Context: an optimization exercise on an open-source flow, tuned for small area. The choices shown serve that exercise and are no tape-out recipe.
At most, simulation tests tie the RTL to the original design; equivalence was not proved.

pine:
Design fft_peak_detect, start of the top module:
module fft_peak_detect
#(
  parameter int DATA_W = fft_peak_detect_pkg::FPD_DATA_W,
  parameter int FFT_N  = 1024,
  parameter int IDX_W  = fft_peak_detect_pkg::FPD_IDX_W
) (
  input  logic                sys_clk,
  input  logic                sys_rst,
  input  logic [DATA_W-1:0]   s_re,
  input  logic [DATA_W-1:0]   s_im,
  input  logic                s_valid,
  input  logic                s_last,
  output logic                s_ready,
  output logic [IDX_W-1:0]    peak_idx,
  output logic [2*DATA_W-1:0] peak_pow,
  output logic                peak_valid,
  output logic                frame_err,
  output logic                busy
);
export LEC_CHECK = 0
export CAP_MARGIN = 0
export CORE_MARGIN = 2
export CORE_UTILIZATION = 80
export CTS_BUF_LIST = sky130_fd_sc_hd__clkbuf_8
export GPL_TIMING_DRIVEN = 0
export SLEW_MARGIN = 0
create_clock -name core_clock -period 10.0 [get_ports {sys_clk}]
standard.sh (not shown) runs the stock make flow with config.mk's settings and CLKGATE_MAP_FILE= SYNTH_SCRIPT=/design/flow/synth_recipe.tcl, a recipe that flattens the netlist after the stock synthesis.
==> flow/flow/run.sh <==
#!/bin/bash
# Standard synthesis, then a netlist clean-up (flow/faflip.py: full adders
# flipped to cancel inverters, single-load inverters folded into their
# driver), then the standard layout from floorplan on, with plain buf_1
# port buffers.
set -euo pipefail
RES=orfs/results/sky130hd/fft_peak_detect/base
bash standard.sh synth > synth.log 2>&1
cp $RES/1_2_yosys.v yosys_std.v
python3 flow/faflip.py yosys_std.v $RES/1_2_yosys.v > faflip.log 2>&1
rm -f $RES/1_synth.odb
export PRE_GLOBAL_PLACE_TCL="$PWD/flow/ports.tcl"
export CTS_ARGS="-sink_clustering_enable -repair_clock_nets -buf_list sky130_fd_sc_hd__clkbuf_8 -dont_use_dummy_load"
bash standard.sh > layout.log 2>&1
==> flow/flow/ports.tcl <==
# Port buffers: inputs get sky130_fd_sc_hd__buf_4 (they fan out to many gates),
# outputs the smallest plain buffer.
rename buffer_ports my_orig_buffer_ports
proc buffer_ports {args} {
  my_orig_buffer_ports -inputs -buffer_cell sky130_fd_sc_hd__buf_4
  my_orig_buffer_ports -outputs -buffer_cell sky130_fd_sc_hd__buf_1
}
Other scripts of this flow, unchanged in this note and not shown: flow/flow/faflip.py
Edits applied to the flow inputs when going from pine to oak:
# pine
export LEC_CHECK = 0
export CAP_MARGIN = 0
export CORE_MARGIN = 2
export CORE_UTILIZATION = 80
export CTS_BUF_LIST = sky130_fd_sc_hd__clkbuf_8
export GPL_TIMING_DRIVEN = 0
export SLEW_MARGIN = 0
create_clock -name core_clock -period 10.0 [get_ports {sys_clk}]
# oak
export LEC_CHECK = 0
export CAP_MARGIN = 0
export CORE_MARGIN = 2
export CORE_UTILIZATION = 88
export CTS_BUF_LIST = sky130_fd_sc_hd__clkbuf_8
export SLEW_MARGIN = 0
create_clock -name core_clock -period 10.0 [get_ports {sys_clk}]
==> flow/flow/ports.tcl <==
# Port buffers: inputs get sky130_fd_sc_hd__buf_2 (they fan out to many gates),
# outputs the smallest plain buffer.
rename buffer_ports my_orig_buffer_ports
proc buffer_ports {args} {
  my_orig_buffer_ports -inputs -buffer_cell sky130_fd_sc_hd__buf_2
  my_orig_buffer_ports -outputs -buffer_cell sky130_fd_sc_hd__buf_1
}
[summary]
Flow for oak halted at global routing (5_1_grt), error code GRT-0116. As far as boundary pin count goes, pine and oak are indistinguishable; the numbers are identical. Number of resized instances in the post-cts repair step: oak vs pine up 5. Per the comparison of oak with pine, number of port buffers now sits at about the same level; effective utilization at floorplan now sits higher; buffer count from post-CTS setup fixing now sits lower. Comparing oak with pine, the post-synthesis instance area came out essentially unchanged. Across both runs, estimated wirelength of the detail-placed design was higher for oak than for pine. Summary of the comparison: final RePlAce weighted congestion is higher in oak, relative to pine. Comparing oak and pine, the higher pre-CTS setup slack is on pine.

---

== before ==
fft_peak_detect again, from the RTL that the note above started with.
## fft_peak_detect
module fft_peak_detect
#(
  parameter int DATA_W = fft_peak_detect_pkg::FPD_DATA_W,
  parameter int FFT_N  = 1024,
  parameter int IDX_W  = fft_peak_detect_pkg::FPD_IDX_W
) (
  input  logic                sys_clk,
  input  logic                sys_rst,
  input  logic [DATA_W-1:0]   s_re,
  input  logic [DATA_W-1:0]   s_im,
  input  logic                s_valid,
  input  logic                s_last,
  output logic                s_ready,
  output logic [IDX_W-1:0]    peak_idx,
  output logic [2*DATA_W-1:0] peak_pow,
  output logic                peak_valid,
  output logic                frame_err,
  output logic                busy
);
clock: 10.0 ns
lec_check: 0
cap_margin: 0
core_margin: 2
core_utilization: 80
cts_buf_list: sky130_fd_sc_hd__clkbuf_8
slew_margin: 0
==> flow/flow/run.sh <==
#!/bin/bash
# Standard synthesis, then a netlist clean-up (flow/faflip.py: full adders
# flipped to cancel inverters, single-load inverters folded into their
# driver), then the standard layout from floorplan on, with plain buf_1
# port buffers.
set -euo pipefail
RES=orfs/results/sky130hd/fft_peak_detect/base
bash standard.sh synth > synth.log 2>&1
cp $RES/1_2_yosys.v yosys_std.v
python3 flow/faflip.py yosys_std.v $RES/1_2_yosys.v > faflip.log 2>&1
rm -f $RES/1_synth.odb
export PRE_GLOBAL_PLACE_TCL="$PWD/flow/ports.tcl"
bash standard.sh > layout.log 2>&1
Other scripts of this flow, unchanged in this note and not shown: flow/flow/faflip.py, flow/flow/ports.tcl
before finished every step from synthesis to the final layout, and the layout passed the timing, DRC and antenna checks.
[inputs] after vs before
- a change of CORE_UTILIZATION from 80 to 65
-- flow/flow/run.sh --
<<< before, line 13
>>> after, line 13
export CTS_ARGS="-sink_clustering_enable -repair_clock_nets -buf_list sky130_fd_sc_hd__clkbuf_8 -dont_use_dummy_load"
==> comparison <==
Of before and after, the higher count of clock-buffer cells in the layout belongs to before.
after: number of antenna violations at the first check in global routing is 1 lower than what before reported.
The layout cell share with drive strength beyond 1 in after was higher than what before gave.
On after: first-pass detailed-route iteration total is 2 lower than what before gave.
Row worst hold slack: after lower / before higher
after ends up with lower met2 track utilization from global routing than before does.
after: clock-pin transition on the worst setup and hold timing paths is 20 ps lower than what before reported.
Of before and after, the higher core utilization belongs to before.
For the first-iteration DRC count, after came in 50% lower than before did.

---

Another version of the RTL of fft_peak_detect (not shown whole).
For scale: ~960 cells after synthesis, roughly 11000 um2 of cells after synthesis.
==> flow/config.mk <==
export PLATFORM = sky130hd
export DESIGN_NAME = fft_peak_detect
export DESIGN_NICKNAME = fft_peak_detect
export VERILOG_FILES = /design/flow/design.v
export SDC_FILE = /design/flow/constraint.sdc
export NUM_CORES = 4
export LEC_CHECK = 0
export CAP_MARGIN = 0
export CORE_MARGIN = 2
export CORE_UTILIZATION = 84
export CTS_BUF_LIST = sky130_fd_sc_hd__clkbuf_8
export GPL_TIMING_DRIVEN = 0
export SLEW_MARGIN = 0
==> flow/constraint.sdc <==
create_clock -name core_clock -period 10.0 [get_ports {sys_clk}]
set_input_delay 2.0000 -clock core_clock [delete_from_list [all_inputs] [get_ports {sys_clk}]]
set_output_delay 2.0000 -clock core_clock [all_outputs]
set_load 0.01 [all_outputs]
==> flow/flow/run.sh <==
#!/bin/bash
set -euo pipefail
RES=orfs/results/sky130hd/fft_peak_detect/base
bash standard.sh synth > synth.log 2>&1
cp $RES/1_2_yosys.v yosys_std.v
python3 flow/faflip.py yosys_std.v $RES/1_2_yosys.v > faflip.log 2>&1
rm -f $RES/1_synth.odb
export PRE_GLOBAL_PLACE_TCL="$PWD/flow/ports.tcl"
export CTS_ARGS="-sink_clustering_enable -repair_clock_nets -buf_list sky130_fd_sc_hd__clkbuf_8 -dont_use_dummy_load"
bash standard.sh > layout.log 2>&1
Other scripts of this flow, unchanged in this note and not shown: flow/flow/faflip.py, flow/flow/ports.tcl
Edit:
- PLACE_DENSITY: unset -> 0.9
Clock-buffer cell count stays the same.
Cell count is unchanged.
Worst setup slack does not change.
Wire length does not change.
Non-clock buffer count is unchanged.
Core utilization stays the same.
Register-to-register slack stays flat.
Global-route usage is unchanged.

---

## sierra
Another version of the RTL of fft_peak_detect (not shown whole).
Size in the first run: about 82 I/O pins.
clock: 10.0 ns
lec_check: 0
cap_margin: 0
core_margin: 2
core_utilization: 65
cts_buf_list: sky130_fd_sc_hd__clkbuf_8
cts_cluster_size: 10
gpl_timing_driven: 0
slew_margin: 0
==> flow/flow/run.sh <==
#!/bin/bash
# Standard synthesis, then a netlist clean-up (flow/faflip.py: full adders
# flipped to cancel inverters, single-load inverters folded into their
# driver), then the standard layout from floorplan on, with plain buf_1
# port buffers.
set -euo pipefail
RES=orfs/results/sky130hd/fft_peak_detect/base
bash standard.sh synth > synth.log 2>&1
cp $RES/1_2_yosys.v yosys_std.v
python3 flow/faflip.py yosys_std.v $RES/1_2_yosys.v > faflip.log 2>&1
rm -f $RES/1_synth.odb
export PRE_GLOBAL_PLACE_TCL="$PWD/flow/ports.tcl"
bash standard.sh > layout.log 2>&1
Other scripts of this flow, unchanged in this note and not shown: flow/flow/faflip.py, flow/flow/ports.tcl
Input changes introduced in fjord (baseline for comparison: sierra):
- clearing GPL_TIMING_DRIVEN, which used to be 0
- clearing CTS_CLUSTER_SIZE, which used to be 10
--- outcome ---
Placeable core area delta (fjord -> sierra): insignificant. The final cell area excluding filler cells on sierra is in line with that on fjord. Cmp fjord and sierra / critical path buffer and inverter count / higher: sierra. Compared with sierra, in fjord via count about even; non-clock buffer count rose about 24%; routed wire length rose 240 um; maximum clock rate rose 2.5%. fjord vs sierra on final worst slack: fjord is the higher one.
The inputs of raven differ from those of fjord as listed below.
- GPL_TIMING_DRIVEN: unset -> 0
Findings:
Diff fjord..raven | quantity of I/O buffers inserted on ports | unchanged
Of fjord and raven, raven shows the lower maximum frequency from static timing analysis, with fjord above it.
| sequential share of layout area | raven vs fjord | ≈ equal |
Post-layout instance area across fjord and raven: no real change.
raven: count of clock buffers in the final design higher than fjord
No functional check of the RTL was part of any run of this note.

-- port drivers added, routing unchanged --
The flow's constraints put no driver on any port. The routed layouts listed below were extracted and timed again, unchanged, in two steps. Step 1 (the two cells are an assumption about what drives the block):
set clk [get_ports {sys_clk}]
set_driving_cell -lib_cell sky130_fd_sc_hd__clkbuf_16 $clk
set_driving_cell -lib_cell sky130_fd_sc_hd__buf_2 [delete_from_list [all_inputs] $clk]
Step 2 times the ports against the registers' clock, not the clock port: input delays grow and output delays shrink by t, the midpoint of the rising clock arrivals with the driver on. Slacks: no drivers / after step 1 / after step 2; pairs: no drivers / after step 1.
run	t (ns)	setup WS [ns]	hold slack, ns	cell pins on the clock port's net
pine	0.392	0.342 / 0.346 / -0.046	0.469 / 0.469 / 0.469	1
before	0.416	0.273 / 0.291 / -0.125	0.488 / 0.488 / 0.488	1
after	0.374	0.376 / 0.387 / 0.012	0.479 / 0.479 / 0.479	1
the first run of note 3	0.384	0.453 / 0.461 / 0.077	0.481 / 0.481 / 0.481	1
the second run of note 3	0.384	0.453 / 0.461 / 0.077	0.481 / 0.481 / 0.481	1
sierra	0.396	0.239 / 0.243 / -0.153	0.482 / 0.482 / 0.482	1
fjord	0.401	0.481 / 0.492 / 0.091	0.481 / 0.481 / 0.481	1
raven	0.396	0.239 / 0.243 / -0.153	0.482 / 0.482 / 0.482	1
Met with ideal ports but missed after step 2: setup timing in pine, before, sierra and raven. For before, which loses most, drivers alone change the setup slack by +0.018 ns; drivers and shift together by -0.398 ns.
